This is an optimization exercise on Yosys and OpenROAD, whose aim is small area, a short achievable clock period and few clock cycles per item, not a production implementation.
In this exercise RTL edits were held to simulation tests only and were not proved equivalent to the original.
No activity file was given, so power comes from the tool's default toggle rates.

trial 63:
Design second_chance_cache_set_top, start of the top module:
module second_chance_cache_set_top #(
  parameter int MAX_ENTRIES = 16
) (
  input  wire logic              clk_i,
  input  wire logic              rst_ni,
  input  wire logic              cfg_we_i,
  input  wire logic [scs_pkg::CFG_W-1:0]  cfg_wdata_i,
  input  wire logic              s_axis_tvalid,
  output logic                   s_axis_tready,
  input  wire logic [63:0]       s_axis_tdata,
  input  wire logic [1:0]        s_axis_tuser,
  output logic                   m_axis_tvalid,
  input  wire logic              m_axis_tready,
  output logic [39:0]            m_axis_tdata,
  output logic [0:0]             m_axis_tuser
);
For scale: roughly 1500 flip-flops, about 62000 µm² of cells after synthesis.
make LEC_CHECK=0 CAP_MARGIN=20 CORE_MARGIN=2 CORE_UTILIZATION=40 CTS_BUF_LIST=sky130_fd_sc_hd__clkbuf_8 SETUP_SLACK_MARGIN=3.3 SLEW_MARGIN=20 finish   # period 6.0 ns
run.sh (not shown) runs the stock make flow with config.mk's settings and CLKGATE_MAP_FILE= SYNTH_SCRIPT=/design/flow/synth_recipe.tcl, a recipe that flattens the netlist after the stock synthesis.
Trial 63 has completed all stages; timing, DRC and antenna checks passed.
Testbench counts of trial 63, summed over its fixed seeds: cycles 20,016, requests 20,000.
### trial 63 -> trial 69
--- a/flow/design.v
+++ b/flow/design.v
@@ -45,27 +45,27 @@
   logic          new_any_q;
   logic [P*KW-1:0] keys_q;
   logic [P*VW-1:0] vals_q;
   logic [P-1:0]    valid_q;
   logic [P-1:0]    ref_q;
   logic [P-1:0]    spare_q;    
   logic [P*P-1:0]  bef_q;      
   logic [CNT_W-1:0] count_q;
   logic [CNT_W-1:0] cap_q;
   logic             full_q;     
-  logic             s_busy_q;    
+  logic             s_ready_q;   
   logic             m_v_q, sk_v_q;
   logic [RES_W-1:0] m_q, sk_q;
   logic exec, take;
   assign exec          = req_v_q & ~sk_v_q;
-  assign take          = ~s_busy_q;           
-  assign s_axis_tready = ~s_busy_q;
+  assign take          = s_ready_q;           
+  assign s_axis_tready = s_ready_q;
   assign m_axis_tvalid = m_v_q;
   assign m_axis_tdata  = {7'b0, m_q[VW:0]};
   assign m_axis_tuser  = m_q[VW+1];
   logic [P-1:0] ahead [P];
   always_comb begin
     for (int s = 0; s < P; s++) begin
       for (int j = 0; j < P; j++) begin
         if (j < s)       ahead[s][j] = bef_q[j*P+s];
         else if (j > s)  ahead[s][j] = ~bef_q[s*P+j];
         else             ahead[s][j] = 1'b0;
@@ -100,34 +100,35 @@
     for (int s = 0; s < P; s++) begin
       rd_val = rd_val | (vals_q[s*VW +: VW] & {VW{hit[s]}});
       rd_ref = rd_ref | (ref_q[s] & hit[s]);
     end
   end
   logic is_get, is_put, is_del, is_ref;
   assign is_get = (req_op_q == scs_pkg::OP_GET);
   assign is_put = (req_op_q == scs_pkg::OP_PUT);
   assign is_del = (req_op_q == scs_pkg::OP_DEL);
   assign is_ref = (req_op_q == scs_pkg::OP_REF);
-  logic put_miss, put_hit, evict, rot_en, del_hit;
-  logic [P-1:0] ins, wr_val, set_ref, clr_ref, rot, kill;
+  logic put_miss, put_hit, del_hit;
+  logic [P-1:0] ins, wr_val, set_ref, rotc, rot, clr_ref, valid_m, spare_m, valid_o;
   always_comb begin
     put_miss = exec & is_put & ~hit_any;
     put_hit  = exec & is_put;
-    evict    = put_miss & full;
-    rot_en   = evict & any_cand;
     del_hit  = exec & is_del & hit_any;
     ins      = {P{put_miss}} & spare_q;
     wr_val   = spare_q | ({P{put_hit}} & hit);
     set_ref  = {P{exec & (is_get | is_put)}} & hit;
-    clr_ref  = {P{evict}} & ref_q & ~pred_c;
-    rot      = {P{rot_en}} & valid_q & ref_q & ~pred_c;
-    kill     = ({P{exec & is_del}} & hit) | ({P{evict}} & victim);
+    rotc     = {P{full & any_cand}} & valid_q & ref_q & ~pred_c;
+    rot      = {P{put_miss}} & rotc;
+    clr_ref  = {P{put_miss & full}} & ref_q & ~pred_c;
+    valid_m  = (valid_q & ~({P{full}} & victim)) | spare_q;
+    spare_m  = full ? victim : free_next;
+    valid_o  = valid_q & ~({P{exec & is_del}} & hit);
   end
   logic [RES_W-1:0] res;
   assign res = {~hit_any & ~is_put, is_ref & rd_ref, is_get ? rd_val : {VW{1'b0}}};
   logic [KW-1:0] in_key;
   logic [P-1:0]  eq_d;
   logic          eqp_d;
   assign in_key = s_axis_tdata[KW-1:0];
   assign eqp_d  = (in_key == req_key_q);
   always_comb begin
     for (int s = 0; s < P; s++) eq_d[s] = (keys_q[s*KW +: KW] == in_key);
@@ -158,66 +159,70 @@
     end
     if (sk_v_q) begin
       if (m_axis_tready) m_q <= sk_q;
     end else if (exec) begin
       if (~m_v_q | m_axis_tready) m_q <= res;
       else                        sk_q <= res;
     end
   end
   logic req_v_d, sk_v_d;
   logic [CNT_W-1:0] count_d, cap_d, count_inc, count_dec;
+  logic             full_d;
   assign count_inc = count_q + 1'b1;
   assign count_dec = count_q - 1'b1;
   always_comb begin
     if (put_miss & ~full) count_d = count_inc;
     else if (del_hit)     count_d = count_dec;
     else                  count_d = count_q;
     cap_d = cap_q;
     if (cfg_we_i && (cfg_wdata_i >= scs_pkg::CFG_W'(scs_pkg::MIN_CAPACITY))) begin
       if (32'(cfg_wdata_i) > 32'(N)) cap_d = CNT_W'(N);
       else                           cap_d = CNT_W'(cfg_wdata_i);
     end
+    if (put_miss & ~full) full_d = (count_inc >= cap_d);
+    else if (del_hit)     full_d = (count_dec >= cap_d);
+    else                  full_d = (count_q >= cap_d);
   end
   always_comb begin
     if (take) req_v_d = s_axis_tvalid;
     else      req_v_d = req_v_q;           
     sk_v_d = sk_v_q;
     if (sk_v_q) begin
       if (m_axis_tready) sk_v_d = 1'b0;
     end else if (exec) begin
       if (m_v_q & ~m_axis_tready) sk_v_d = 1'b1;
     end
   end
   always_ff @(posedge clk_i or negedge rst_ni) begin
     if (!rst_ni) begin
       req_v_q   <= 1'b0;
-      s_busy_q  <= 1'b0;
+      s_ready_q <= 1'b0;
       new_q     <= '0;
       new_any_q <= 1'b0;
       valid_q   <= '0;
       spare_q   <= P'(1);
       count_q   <= '0;
       cap_q     <= CNT_W'(CAP_RESET);
       full_q    <= 1'b0;
       m_v_q     <= 1'b0;
       sk_v_q    <= 1'b0;
     end else begin
       req_v_q   <= req_v_d;
       sk_v_q    <= sk_v_d;
-      s_busy_q  <= req_v_d & sk_v_d;
+      s_ready_q <= ~req_v_d | ~sk_v_d;
       if (take) new_q <= ins;
       if (take) new_any_q <= put_miss;
-      valid_q <= (valid_q & ~kill) | ins;
-      if (put_miss) spare_q <= full ? victim : free_next;
+      valid_q <= put_miss ? valid_m : valid_o;
+      if (put_miss) spare_q <= spare_m;
       count_q <= count_d;
       cap_q   <= cap_d;
-      full_q  <= (count_d >= cap_d);
+      full_q  <= full_d;
       if (sk_v_q) begin
       end else if (exec) begin
         m_v_q <= 1'b1;
       end else if (m_axis_tready) begin
         m_v_q <= 1'b0;
       end
     end
   end
 endmodule
 `default_nettype wire
[summary]
- Between trial 69 and trial 63, overall power of the completed layout is higher for trial 69, trial 63 comes in under that.
- Fraction of power consumed by the clock network was lower in the run labelled trial 69.
- In the reports for trial 69 and trial 63, the larger net switching component of the power belongs to trial 69.
- From trial 63 to trial 69 the numbers moved as follows: fraction of power consumed by combinational cells moved up, detailed-placement wirelength estimate has decreased.
- The run with more routed wire is trial 69, not trial 63.
- For power in combinational cells, dividing the value from trial 69 by the value from trial 63 gives 1.9.
- Trial 69 vs. trial 63: cell count after synthesis rose by 164, initial antenna violation count fell by 6.
- Final instance area deteriorates in trial 69 relative to trial 63.
- Between trial 63 and trial 69, the xor and xnor area share after synthesis does not differ in any meaningful way.
Testbench counts of trial 69, summed over its fixed seeds: cycles 20,016, requests 20,000.

-- separate check: timing with driven ports --
The results above use ideal ports. As a check the final layouts listed here were re-extracted and re-timed, cells and wires unchanged.
Step 1, drivers: a clkbuf_16 drives clk_i and a buf_2 each remaining input, both assumed.
Step 2 times the ports against the registers' clock, not the clock port: input delays grow and output delays shrink by t, the midpoint of the rising clock arrivals with the driver on.
a / b / c = ideal ports / drivers / drivers and shift; a / b = the first two.
| run | t (ns) | slack for setup (ns) | hold WS [ns] | clock arrival spread, ns | slew at the worst register clock pin (ns) |
|---|---|---|---|---|---|
| trial 63 | 1.084 | 2.972 / 2.898 / 2.246 | 0.475 / 0.475 / 0.475 | 0.095 / 0.094 | 0.07 / 0.07 |
| trial 69 | 1.054 | 2.988 / 2.988 / 2.242 | 0.060 / 0.012 / 0.455 | 0.082 / 0.081 | 0.08 / 0.08 |
After both steps setup and hold are still met in every run listed. For trial 69, which loses most, drivers alone change the setup slack by 0.000 ns; drivers and shift together by -0.746 ns.
